From an optimization exercise on the open Yosys and OpenROAD flow, aimed at small area; shortcuts taken in it are not production practice.
Function was checked by simulation only, so behaviour that the tests miss may differ from the original.

gamma:
// wb_regfile
module wb_regfile #(
  parameter int DATA_W = mips_pkg::DATA_W,
  parameter int ADDR_W = mips_pkg::ADDR_W,
  parameter int CNT_W  = 16
) (
  input  logic              clk,
  input  logic              rst,
  input  logic              wwreg,
  input  logic              wm2reg,
  input  logic [DATA_W-1:0] walu,
  input  logic [DATA_W-1:0] wmo,
  input  logic [ADDR_W-1:0] wrn,
  input  logic [ADDR_W-1:0] rna,
  input  logic [ADDR_W-1:0] rnb,
  output logic [DATA_W-1:0] qa,
  output logic [DATA_W-1:0] qb,
  output logic [DATA_W-1:0] wdi,
  output logic [CNT_W-1:0]  commit_cnt,
  output logic              commit_ovf
);
Size in the first run: about 200 I/O pins, ~41000 µm² of cells after synthesis.
==> flow/config.mk <==
export PLATFORM = sky130hd
export DESIGN_NAME = wb_regfile
export DESIGN_NICKNAME = wb_regfile
export VERILOG_FILES = /design/flow/design.v
export SDC_FILE = /design/flow/constraint.sdc
export NUM_CORES = 4
export LEC_CHECK = 0
export CAP_MARGIN = 20
export CORE_MARGIN = 2
export CORE_UTILIZATION = 45
export SLEW_MARGIN = 20
export SYNTH_HIERARCHICAL = 1
export SYNTH_MINIMUM_KEEP_SIZE = 0
==> flow/constraint.sdc <==
create_clock -name core_clock -period 10.0 [get_ports {clk}]
set_input_delay 2.0000 -clock core_clock [delete_from_list [all_inputs] [get_ports {clk}]]
set_output_delay 2.0000 -clock core_clock [all_outputs]
set_load 0.01 [all_outputs]
standard.sh (not shown) runs the stock make flow with config.mk's settings and CLKGATE_MAP_FILE= SYNTH_SCRIPT=/design/flow/synth_recipe.tcl, a recipe that flattens the netlist after the stock synthesis.
==> flow/flow/run.sh <==
#!/bin/bash
# Own layout flow: the standard ORFS layout with three changes.
#  1. After floorplan, combinational cells that synthesis sized up are swapped
#     back to their smallest variant (flow/downsize.tcl); placement's
#     repair_design re-sizes or buffers wherever a net needs it.
#  2. Port buffers use buf_1 instead of the placer's default pick.
#  3. CTS clusters up to 30 sinks per leaf buffer and inserts no dummy loads.
# Each step's full output goes to its own log in the work folder.
set -euo pipefail
RES=orfs/results/${FLOW_PLATFORM}/wb_regfile/base

bash standard.sh synth > 1_synth_std.log 2>&1
bash standard.sh floorplan > 2_floorplan_std.log 2>&1
ODB=$RES/2_floorplan.odb openroad -no_init -exit flow/downsize.tcl > 2_downsize.log 2>&1
bash standard.sh \
  "BUFFER_PORTS_ARGS=-buffer_cell sky130_fd_sc_hd__buf_1" \
  "CTS_ARGS=-sink_clustering_enable -repair_clock_nets -sink_clustering_size 30 -sink_clustering_max_diameter 60 -dont_use_dummy_load" \
  finish > 3_finish_std.log 2>&1
==> flow/flow/downsize.tcl <==
# Area recovery before placement: swap each combinational cell that synthesis
# sized up for the smallest cell of the same function. Placement's
# repair_design sizes or buffers again where a net needs it.
set odb $::env(ODB)
read_db $odb
set db [ord::get_db]
set block [ord::get_db_block]
set libs [$db getLibs]
# smallest-area variant for each base name
array set best {}
foreach lib $libs { foreach m [$lib getMasters] {
  set n [$m getName]
  if {[regexp {^(sky130_fd_sc_hd__[a-z0-9]+)_([0-9]+)$} $n -> base sz]} {
    set a [expr {[$m getWidth] * [$m getHeight]}]
    if {![info exists best($base)] || $a < [lindex $best($base) 1]} { set best($base) [list $m $a] }
  }
} }
set cnt 0
foreach inst [$block getInsts] {
  set m [$inst getMaster]
  set n [$m getName]
  if {[regexp {^(sky130_fd_sc_hd__[a-z0-9]+)_([0-9]+)$} $n -> base sz]} {
    if {[regexp {tap|fill|decap|dly|clkbuf|df|dl|sdf|edf|conb} $base]} continue
    if {[info exists best($base)]} {
      set bm [lindex $best($base) 0]
      if {[$bm getName] ne $n && [lindex $best($base) 1] < [expr {[$m getWidth]*[$m getHeight]}]} {
        $inst swapMaster $bm
        incr cnt
      }
    }
  }
}
puts "downsized $cnt"
write_db $odb
No stage failed in gamma, and the final checks on the layout all came back clean.
Relative to gamma, the following input files were edited for beta:
- changing CORE_UTILIZATION from 45 to 60
Findings:
Per the comparison of beta with gamma, number of multi-input combinational cells in the layout neither gained nor lost much; core utilization picked up an extra 16 points. When the final numbers for beta and gamma were put side by side, the register-to-register slack turned out to be smaller in beta. The run showing the smaller number of core rows is beta. [beta vs gamma] post-placement setup slack: lower in beta.

==> port drivers added, routing unchanged <==
How much do the figures lean on ideal ports? The routed layouts below were timed once more, with nothing changed but the port constraints.
Step 1: set_driving_cell puts a clkbuf_16 on clk and a buf_2 on each other input, an assumption about the parent block.
Step 2 also shifts input and output timing later by t, the mid clock arrival at the registers, as if the neighbouring blocks saw the same clock.
Three values: ideal ports, drivers, drivers and shift; two values: the first two.
| run | t, ns | setup slack, ns | slew at the worst register clock pin (ns) |
|---|---|---|---|
| gamma | 0.708 | 1.966 / 1.942 / 1.942 | 0.10 / 0.10 |
| beta | 0.696 | 1.925 / 1.899 / 1.899 | 0.11 / 0.11 |
After both steps every run listed still meets setup and hold. For beta, which loses most, drivers alone change the setup slack by -0.026 ns; drivers and shift together by -0.026 ns.
